This is an optimization exercise on Yosys and OpenROAD, whose aim is small area, not a production implementation. In this exercise RTL edits were held to simulation tests only and were not proved equivalent to the original. Power and IR drop assume default switching activity.

==> flow/design.v (excerpt) <==
module ptp_perout_gen #(
    parameter int FNS_W        = 16,
    parameter bit OUT_POLARITY = 1'b1
) (
    input  logic        clk,
    input  logic        rst_n,
    input  logic [95:0] ts_96,
    input  logic        enable,
    input  logic        cfg_valid,
    input  logic [79:0] cfg_start,
    input  logic [79:0] cfg_period,
    input  logic [79:0] cfg_width,
    output logic        perout,
    output logic        locked,
    output logic        cfg_error
);
    localparam int TW = 78;   
    logic [TW-1:0] ts_now;
    logic [TW-1:0] start_q;
    logic [TW-1:0] start_d;     
    logic [TW-1:0] period_q;    
    logic [TW-1:0] wmp_q;       
    logic [TW-1:0] next_rise;
    logic [TW-1:0] addend;
    logic [TW-1:0] sum;
    logic [TW-1:0] ts_in;
    logic [TW-1:0] c_start, c_period, c_width;
    logic [TW-1:0] c_wmp;
    logic          c_w_lt_p;
    logic          armed;       
    logic          cfg_held;
    logic          pulse;
    logic          cfg_legal;
    logic          back_q;
    logic          was_rst;
    logic          ge_rise, ge_sum;
    logic          idle;
    logic          unused;
    function automatic logic [TW-1:0] t80(input logic [79:0] t);
        t80 = {t[79:32], t[29:0]};
    endfunction
    function automatic logic t_ge(input logic [TW-1:0] a, input logic [TW-1:0] b);
        logic g, g0, g1;
        g = 1'b1;
        g0 = 1'b0; g1 = 1'b1;
        for (int i = 0; i < TW; i++) begin
            g0 = (a[i] & ~b[i]) | ((a[i] | ~b[i]) & g0);
            g1 = (a[i] & ~b[i]) | ((a[i] | ~b[i]) & g1);
            if (i % 6 == 6 - 1 || i == TW - 1) begin
                g = g0 | (g1 & g);
                g0 = 1'b0; g1 = 1'b1;
            end
        end
        t_ge = g;
    endfunction
    function automatic logic t_ge_r(input logic [TW-1:0] a, input logic [TW-1:0] b);
        logic g;
        g = 1'b1;
        for (int i = 0; i < TW; i++) g = (a[i] & ~b[i]) | ((a[i] | ~b[i]) & g);
        t_ge_r = g;
    endfunction
    localparam logic [29:0] NS_BIAS = 30'd73741824;   
  ...
For scale: ~340 I/O pins, about 26000 sq um of cells after synthesis.
==> flow/config.mk <==
export PLATFORM = sky130hd
export DESIGN_NAME = ptp_perout_gen
export DESIGN_NICKNAME = ptp_perout_gen
export VERILOG_FILES = /design/flow/design.v
export SDC_FILE = /design/flow/constraint.sdc
export NUM_CORES = 4
export LEC_CHECK = 0
export ABC_AREA = 1
export CAP_MARGIN = 20
export CORE_MARGIN = 2
export CORE_UTILIZATION = 60
export SLEW_MARGIN = 20
==> flow/constraint.sdc <==
create_clock -name core_clock -period 8.5 [get_ports {clk}]
set_input_delay 1.7000 -clock core_clock [delete_from_list [all_inputs] [get_ports {clk}]]
set_output_delay 1.7000 -clock core_clock [all_outputs]
set_load 0.01 [all_outputs]
standard.sh (not shown) runs the stock make flow with config.mk's settings and CLKGATE_MAP_FILE= SYNTH_SCRIPT=/design/flow/synth_recipe.tcl, a recipe that flattens the netlist after the stock synthesis.
==> flow/flow/run.sh <==
#!/bin/bash
# The standard layout (standard.sh, unchanged synthesis), except that the buffers put on
# the input and output ports are the smallest buffer cell, sky130_fd_sc_hd__buf_1, and clock
# tree synthesis builds the tree from sky130_fd_sc_hd__clkbuf_4 without dummy loads.
set -euo pipefail
export BUFFER_PORTS_ARGS="-buffer_cell sky130_fd_sc_hd__buf_1"
export CTS_ARGS="-sink_clustering_enable -repair_clock_nets -dont_use_dummy_load -buf_list sky130_fd_sc_hd__clkbuf_4"
bash standard.sh > standard.log 2>&1
Rerun with:
==> flow/flow/run.sh (replaced) <==
#!/bin/bash
# The standard layout (standard.sh, unchanged synthesis), except that the buffers put on
# the input and output ports are the smallest buffer cell, sky130_fd_sc_hd__buf_1.
set -euo pipefail
export BUFFER_PORTS_ARGS="-buffer_cell sky130_fd_sc_hd__buf_1"
bash standard.sh > standard.log 2>&1
- CORE_UTILIZATION: 60 -> 40
- CTS_BUF_LIST: not set -> sky130_fd_sc_hd__clkbuf_4
- The new run ran to the end with no violations
- sequential share of layout area is lower by 1.4 points
- final area is higher by 4.0%
- fmax is higher by 0.90%
- worst setup slack improves by 70 ps
- die area is higher by 49%
- area after synthesis does not change
- clock-buffer cell count is higher by 65

========
== run A ==
ptp_perout_gen again, from the RTL that the note above started with.
==> flow/config.mk <==
export PLATFORM = sky130hd
export DESIGN_NAME = ptp_perout_gen
export DESIGN_NICKNAME = ptp_perout_gen
export VERILOG_FILES = /design/flow/design.v
export SDC_FILE = /design/flow/constraint.sdc
export NUM_CORES = 4
export LEC_CHECK = 0
export ABC_AREA = 1
export CAP_MARGIN = 20
export CORE_MARGIN = 2
export CORE_UTILIZATION = 40
export CTS_BUF_LIST = sky130_fd_sc_hd__clkbuf_4
export SLEW_MARGIN = 20
==> flow/constraint.sdc <==
create_clock -name core_clock -period 8.5 [get_ports {clk}]
set_input_delay 1.7000 -clock core_clock [delete_from_list [all_inputs] [get_ports {clk}]]
set_output_delay 1.7000 -clock core_clock [all_outputs]
set_load 0.01 [all_outputs]
==> flow/flow/run.sh <==
#!/bin/bash
# The standard layout (standard.sh, unchanged synthesis), except that the buffers put on
# the input and output ports are the smallest buffer cell, sky130_fd_sc_hd__buf_1, and clock
# tree synthesis builds the tree from sky130_fd_sc_hd__clkbuf_4 without dummy loads.
set -euo pipefail
export BUFFER_PORTS_ARGS="-buffer_cell sky130_fd_sc_hd__buf_1"
export CTS_ARGS="-sink_clustering_enable -repair_clock_nets -dont_use_dummy_load -buf_list sky130_fd_sc_hd__clkbuf_4"
bash standard.sh > standard.log 2>&1
Changes in run B relative to run A:
- CTS_BUF_LIST removed (was sky130_fd_sc_hd__clkbuf_4)
==> flow/flow/run.sh <==
#!/bin/bash
# The standard layout (standard.sh, unchanged synthesis), except that the buffers put on
# the input and output ports are the smallest buffer cell, sky130_fd_sc_hd__buf_1, and clock
# tree synthesis builds the tree from sky130_fd_sc_hd__clkbuf_8 in larger sink clusters,
# without dummy loads.
set -euo pipefail
export BUFFER_PORTS_ARGS="-buffer_cell sky130_fd_sc_hd__buf_1"
export CTS_ARGS="-sink_clustering_enable -repair_clock_nets -dont_use_dummy_load -buf_list sky130_fd_sc_hd__clkbuf_8 -sink_clustering_size 16 -sink_clustering_max_diameter 80"
bash standard.sh > standard.log 2>&1
[summary]
According to the power report, total power for run B is lower than for run A.
Via count of the first global-routing pass delta for run B relative to run A: 736 lower
Compared with run A, the router placed fewer vias in run B.
The higher clock skew of run B and run A is in run A.
[run B vs run A] non-filler instance count after layout: lower in run B
The fraction of standard cell area in multi-input logic in run B was higher than what run A gave.
Overall global routing resource usage (run B over run A): decrease, 0.34 points
Run B improves on run A in setup slack after layout.
Input-level comparison between run C and run B:
- CTS_BUF_LIST newly set to sky130_fd_sc_hd__clkbuf_4
==> flow/flow/run.sh <==
#!/bin/bash
# The standard layout (standard.sh, unchanged synthesis), except that the buffers put on
# the input and output ports are the smallest buffer cell, sky130_fd_sc_hd__buf_1, and clock
# tree synthesis builds the tree from sky130_fd_sc_hd__clkbuf_8 without dummy loads.
set -euo pipefail
export BUFFER_PORTS_ARGS="-buffer_cell sky130_fd_sc_hd__buf_1"
export CTS_ARGS="-sink_clustering_enable -repair_clock_nets -dont_use_dummy_load -buf_list sky130_fd_sc_hd__clkbuf_8"
bash standard.sh > standard.log 2>&1
[summary]
- Run C against run B: top achievable clock speed level; first-pass GRT wire length moved up; synthesis-to-layout area growth moved up; worst hold margin level; post-layout worst setup margin level.
- Total power of run C is higher than that of run B.
- The H-tree depth reported by CTS of run C exceeds that of run B by 1.
- Per the comparison of run C with run B, routed wire length held, total number of multi-input combinational cells barely changed.
#### Input delta (run D over run C)
- CORE_UTILIZATION: 40 -> 60
- CTS_BUF_LIST: sky130_fd_sc_hd__clkbuf_4 -> unset
==> flow/flow/run.sh <==
#!/bin/bash
# The standard layout (standard.sh, unchanged synthesis), except that the buffers put on
# the input and output ports are the smallest buffer cell, sky130_fd_sc_hd__buf_1, and clock
# tree synthesis builds the tree from sky130_fd_sc_hd__clkbuf_16 in larger sink clusters,
# without dummy loads.
set -euo pipefail
export BUFFER_PORTS_ARGS="-buffer_cell sky130_fd_sc_hd__buf_1"
export CTS_ARGS="-sink_clustering_enable -repair_clock_nets -dont_use_dummy_load -buf_list sky130_fd_sc_hd__clkbuf_16 -sink_clustering_size 24 -sink_clustering_max_diameter 100"
bash standard.sh > standard.log 2>&1
Results
Lower maximum single-stage delay on the critical path goes to run C over run D.
On maximum ir drop on the vdd rail, run D does worse than run C.
Between run D and run C, it is run D whose relative contribution of the clock network to total power is lower, by 6.6 points.
Taking run C as the reference, in run D met2 routing resource usage after global routing increased by 16 points relative to the old numbers, setup skew after layout decreased by 26 ps relative to the old numbers, growth of design area from synthesis to finish decreased by 3.1 points relative to the old numbers.
Note that the total power recorded for run D amounts to 0.932 times the value seen in run C.
Number of combinational gates with multiple inputs delta (run D -> run C): insignificant
Sort run C and run D by portion of the clock cycle consumed by the worst path in the final layout asc -> top: run C

## separate check: timing with driven ports
How much do the figures lean on ideal ports? The routed layouts below were timed once more, with nothing changed but the port constraints.
Step 1 (the two cells are an assumption about what drives the block):
set clk [get_ports {clk}]
set_driving_cell -lib_cell sky130_fd_sc_hd__clkbuf_16 $clk
set_driving_cell -lib_cell sky130_fd_sc_hd__buf_2 [delete_from_list [all_inputs] $clk]
Step 2, shift: input delay + t, output delay - t, t = (earliest + latest rising clock arrival at the registers) / 2. This alone moves slack from input paths to output paths.
Three values: ideal ports, drivers, drivers and shift; two values: the first two.
run | t, ns | setup WS [ns] | worst hold slack (ns) | worst setup path after step 2 | worst register clock-pin slew, ns
the first run of note 1 | 0.884 | 0.631 / 0.631 / -0.186 | 0.441 / 0.441 / 0.441 | input to register | 0.07 / 0.07
the second run of note 1 | 0.957 | 0.702 / 0.702 / 0.280 | 0.441 / 0.441 / 0.441 | input to register | 0.08 / 0.08
run A | 0.931 | 0.621 / 0.621 / 0.308 | 0.442 / 0.442 / 0.442 | input to register | 0.07 / 0.07
run B | 0.645 | 0.655 / 0.655 / 0.227 | 0.442 / 0.442 / 0.442 | input to register | 0.11 / 0.11
run C | 0.684 | 0.653 / 0.653 / 0.230 | 0.440 / 0.440 / 0.440 | input to register | 0.06 / 0.06
run D | 0.598 | 0.484 / 0.519 / -0.079 | 0.449 / 0.449 / 0.449 | input to register | 0.10 / 0.10
With both steps, setup timing fails in the first run of note 1 and run D, where it was met with ideal ports. For the first run of note 1, which loses most, drivers alone change the setup slack by 0.000 ns; drivers and shift together by -0.817 ns.
